This is an optimization exercise on Yosys and OpenROAD, whose aim is small area and a short achievable clock period, not a production implementation. Only simulation tests tie the RTL to the original design; equivalence was not proved.

==> flow/design.v, too long to show whole: its modules and the start of the top module <==
// module fp_recip: 2514 lines
// module fp_recip_fa: 11 lines
// module fp_recip_ha: 10 lines
module fp_recip
(
  input  logic        clk,
  input  logic        reset,
  input  logic        in_valid,
  input  logic [31:0] in_word,
  output logic        out_valid,
  output logic [31:0] out_word
);
  // ...
==> flow/run.sh <==
#!/bin/bash
# synth_recipe.tcl (not shown) runs the flow's synth.tcl, then flattens the netlist and writes it again
# the make line also repeats each setting of config.mk as NAME=value (left out here)
make -C /OpenROAD-flow-scripts/flow DESIGN_CONFIG=/design/flow/config.mk WORK_HOME=/design/flow/orfs CLKGATE_MAP_FILE= SYNTH_SCRIPT=/design/flow/synth_recipe.tcl finish
==> flow/config.mk <==
export PLATFORM = sky130hd
export DESIGN_NAME = fp_recip
export DESIGN_NICKNAME = fp_recip
export VERILOG_FILES = /design/flow/design.v
export SDC_FILE = /design/flow/constraint.sdc
export NUM_CORES = 4
export LEC_CHECK = 0
export CAP_MARGIN = 20
export CORE_MARGIN = 2
export CORE_UTILIZATION = 60
export SETUP_SLACK_MARGIN = 5
export SLEW_MARGIN = 20
export SYNTH_HIERARCHICAL = 1
==> flow/constraint.sdc <==
create_clock -name core_clock -period 12.0 [get_ports {clk}]
set_input_delay 2.4000 -clock core_clock [delete_from_list [all_inputs] [get_ports {clk}]]
set_output_delay 2.4000 -clock core_clock [all_outputs]
set_load 0.01 [all_outputs]
==> results.tsv, run 1 <==
metric	value	unit
Yosys reg bits	324	
worst skew pair latency	0.61	ns
WL met1	61900	um
simple-gate share of the synthesized area	0.0978	
largest family of logic cells by synthesized area	adder cells	
worst slack, placed	5.63	ns
Max clock buf depth	3	
routed length on met3	13100	um
crit-path leading delay family	compound AO/OA/AOI/OAI gates	
Synth area leader	fa_1	
share of cells above drive strength 1	0.0481	
Non-CTS buffers	181	
total global-route track usage	0.352	
max reg flops	32	
Placement Cell Area	0.0509	mm^2
Slew Limit Fails	0	
Core Footprint	0.0821	mm^2
layout filler cell count	6892	
Mapped Cells	5290	
clock buf count	54	
dominant cells by area after synthesis	fa_1 (34%), dfxtp_1 (13%), xnor2_1 (10%), ha_1 (8.1%), a22oi_1 (7.3%)	
most common cell after layout, fill and taps aside	fa_1	
multi-input combinational area share	0.771	
dpl cells	6075	
Worst Slack Setup Final	5.32	ns
Starting Density	0.606	
Final Hold Slack	0.324	ns
reg2reg end	sqt2[9]	
reg2reg setup slack	5.58	ns
Setup TNS	0	ns
Multi-In Gates	4170	
yosys warns	7	
Final Routed Wirelength	149000	um
met2 WL	68900	um
Avg Inst Size Synth	9.40	um^2
drc violations	0	
status	no timing/DRC/antenna violations	
final instance area	0.0523	mm^2
Starting DRT DRC Count	3840	
Max-Cap Viols	0	
Yosys cell types	78	
==> run 2: changes to the inputs <==
==> flow/flow/run.sh (new file) <==
#!/bin/bash
export SETUP_SLACK_MARGIN=6
bash standard.sh > standard.log 2>&1
status=$?
exit $status
==> flow/standard.sh (new file) <==
#!/bin/bash
# synth_recipe.tcl (not shown) runs the flow's synth.tcl, then flattens the netlist and writes it again
# the make line also repeats each setting of config.mk as NAME=value (left out here)
make -C /OpenROAD-flow-scripts/flow DESIGN_CONFIG=/design/flow/config.mk WORK_HOME=/design/flow/orfs CLKGATE_MAP_FILE= SYNTH_SCRIPT=/design/flow/synth_recipe.tcl "${@:-finish}"
--- a/flow/config.mk
+++ b/flow/config.mk
@@ -8,6 +8,5 @@
 export CAP_MARGIN = 20
 export CORE_MARGIN = 2
 export CORE_UTILIZATION = 60
-export SETUP_SLACK_MARGIN = 5
 export SLEW_MARGIN = 20
 export SYNTH_HIERARCHICAL = 1
removed: flow/run.sh
==> results.tsv, run 2 <==
metric	value	unit	change
drc violations	0		unchanged
crit-path leading delay family	compound AO/OA/AOI/OAI gates		unchanged
largest net degree at the start of global routing	91		unchanged
max reg flops	32		unchanged
CTS tree	yes		unchanged
post-detail-place hpwl	107000	um	unchanged
Yosys reg bits	324		unchanged
status	no timing/DRC/antenna violations		unchanged
initial antenna violation count	3		unchanged
PortBufs	67		unchanged
Die Footprint	0.0852	mm^2	unchanged
FP Rows	105		unchanged
# setup viols final	0		unchanged
Worst Skew	0.0441	ns	was 0.0423 ns
CP most frequent cell	buf_4		was o21ai_0
Worst Setup Start Kind	flop		unchanged
vias per inst	6.43		was 6.41
Synth area leader	fa_1		unchanged
largest family of logic cells by synthesized area	adder cells		unchanged
share of the synthesized area in the top cell type	0.339		unchanged
CTS H-Tree Depth	2		unchanged
routed length on met3	13600	um	was 13,100 um
Worst Tran Pin Value	1.15	ns	was 1.14 ns
share of cells above drive strength 1	0.0675		was 0.0481
Seq/Total Area, Yosys	0.130		unchanged
crit path kind	flop to primary output		unchanged
Mapped Cells	5290		unchanged
simple-gate share of the synthesized area	0.0978		unchanged
Core Footprint	0.0821	mm^2	unchanged
Critical Path Slowest Stage Cell	a2111oi_2		was a2111oi_0
die width	292	um	unchanged
Largest regs	md2S x32, md2C x31, x13 x31		unchanged
total global-route track usage	0.353		was 0.352
Largest Register	md2S		unchanged
RSZ-0062 raised after global routing	true		was false
count leader, synth	fa_1		unchanged
Placer Congestion	0.983		unchanged
Synth Area in Adders	0.420		unchanged
compound-cell area share of the yosys netlist	0.164		unchanged
P&R area growth vs syn	6.48	%	was 5.14%
via count	39700		was 39.4k
Starting Density	0.606		unchanged
Starting DRT DRC Count	3940		was 3,840
Worst-path clk slew	0.06	ns	about the same
Max-Cap Viols	0		unchanged
Boundary Pins	68		unchanged
yosys warns	7		unchanged
Post-synth top cells	fa_1 (842), xnor2_1 (593), nand2_1 (546)		unchanged
Final Hold Slack	0.324	ns	about the same
WP data required	9.60	ns	about the same
Achievable Freq	169	MHz	was 150 MHz
CP max stage delay	0.39	ns	was 0.67 ns
Pre-Repair DR Iteration Count	6		was 9
mux cell area share after synthesis	0.00994		unchanged
dominant cells by area after synthesis	fa_1 (34%), dfxtp_1 (13%), xnor2_1 (10%), ha_1 (8.1%), a22oi_1 (7.3%)		unchanged
crit share post-route	0.493		was 0.557
n_diodes	0		was 1
HP Class	flop to flop		unchanged
share of flip-flops with an asynchronous set or reset	0		unchanged
Final Hold Viols	0		unchanged
Post-CTS Hold Buffers	0		unchanged
WL met1	62200	um	was 61,900 um
CTS buffer count	41		unchanged
Final Routed Wirelength	151000	um	was 149,000 um
xor/xnor cell area share of the yosys netlist	0.117		unchanged
chip height	292	um	unchanged
vias in the first global route	40600		was 40.5k
Setup TNS	0	ns	unchanged
GRT overflow	0		unchanged
CP bufs+invs	4		was 1
Crit. End Element	primary output		unchanged
first-pass GRT wire length	236000	um	about the same
top_reg_cell synth	dfxtp_1		unchanged
met2 WL	69600	um	was 68,900 um
Yosys cell types	78		unchanged
DR top layer	met5		unchanged
crit path cell chain	ha_1 -> nor2b_1 -> o31a_1 -> o211ai_1 -> a21oi_1 -> a2111oi_2 -> buf_4 -> buf_4 -> buf_4 -> xnor2_1 -> mux2i_1 -> o21ai_0 -> dlygate4sd2_1		was ha_1 -> nor2b_1 -> o31a_1 -> o211ai_1 -> a21oi_1 -> a2111oi_0 -> o21ai_0 -> a21o_1 -> xor2_1 -> mux2i_1 -> o21ai_0 -> clkdlybuf4s50_1
Mapped Area	0.0497	mm^2	unchanged
most frequent cells in the layout	fa_1 (838), xnor2_1 (583), nand2_1 (545)		was fa_1 (842), xnor2_1 (589), nand2_1 (546)
Avg Inst Size Synth	9.40	um^2	unchanged
Slew Limit Fails	0		unchanged
Post-synth EDFFs	0		unchanged
Max clock buf depth	3		unchanged
antenna-violating nets left	0		unchanged
max_slew headroom	0.234		was 0.238
reg2reg setup slack	6.23	ns	was 5.58 ns
worst skew pair latency	0.61	ns	about the same
worst-path fanout max	4		unchanged
routed length per instance	24.5	um	was 24.3 um
total clock sinks	324		unchanged
Root Buffer	clkbuf_16		unchanged
Final min period	5.92	ns	was 6.68 ns
Worst EP arrival	3.52	ns	was 4.28 ns
Final nets	6269		was 6,247
most common cell after layout, fill and taps aside	fa_1		unchanged
run 2: timing repair:
action,CTS,global route
resized for setup,56,118
endpoints found under the setup margin,80,80
pin swaps,10,23
buffers inserted,12,8
cloned,0,2
run 2: final cells by class:
class,count,area [um^2]
sequential,324,6560
multi-input combinational,4170,40500
inverter,330,1250
timing repair buffer,203,1870
clock buffer,54,1150
tap,1070,1340
fill,6842,29100
clock inverter,18,245
run 2: kinds of logic after synthesis:
logic type	Yosys count
xor+xnor	663
buf+inv	802
mux	38
other cells	2
fa+ha+maj	1164
flops	324
compound gates	1205
simple gates	1092
run 2: stage by stage:
| stage | instances | util | worst slack (ns) | cell area, um^2 |
|---|---|---|---|---|
| floorplan | 5296 | - | 6.29 | 49800 |
| CTS | 6159 | 0.639 | 5.86 | 52500 |
| global route | 6169 | 0.645 | 5.87 | 53000 |
| global placement | 6075 | 0.620 | 5.65 | 50900 |
| detailed placement | 6075 | 0.620 | 5.63 | 50900 |
| finish | 6169 | 0.645 | 6.08 | 53000 |
run 2: path summary, 6_finish.rpt:
| check | start | endpoint | depth (start not counted) |
|---|---|---|---|
| worst max register to register | n02[5] | yt3[6] | 18 |
| worst max-delay path | yS4[1] | out_word[14] | 13 |
| worst min-delay path | eo2[7] | eo3[7] | 0 |
| worst min register to register | eo2[7] | eo3[7] | 0 |
run 2: Yosys stat by module (local to each module, per instance):
module	cell area [um^2]	flops+latches	cells inside	copies in the design
fp_recip	32000	324	4378	1
fp_recip_fa	20.0	0	1	838
fp_recip_ha	12.5	0	1	74
run 2: per-layer routing:
layer  up-vias  track usage
li1      17400            -
met1     19800        0.489
met2      2127        0.568
met3       360       0.0550
met4         2        0.119
met5         -            0

## separate check: timing with driven ports
No port has a modelled driver above. Below, the same layouts with a new extraction and two added sets of constraints. Step 1 (the two cells are an assumption about what drives the block):
set clk [get_ports {clk}]
set_driving_cell -lib_cell sky130_fd_sc_hd__clkbuf_16 $clk
set_driving_cell -lib_cell sky130_fd_sc_hd__buf_2 [delete_from_list [all_inputs] $clk]
Step 2 also shifts input and output timing later by t, the mid clock arrival at the registers, as if the neighbouring blocks saw the same clock. Three values: ideal ports, drivers, drivers and shift; two values: the first two.
run | shift t [ns] | setup slack, ns | worst setup path at the end
run 1 | 0.655 | 5.316 / 5.245 / 5.576 | register to register
run 2 | 0.658 | 6.079 / 6.008 / 6.015 | input to register
After both steps every run listed still meets setup and hold. The setup slack of run 2, which loses most, moves by -0.071 ns with the drivers and by -0.064 ns with both steps.
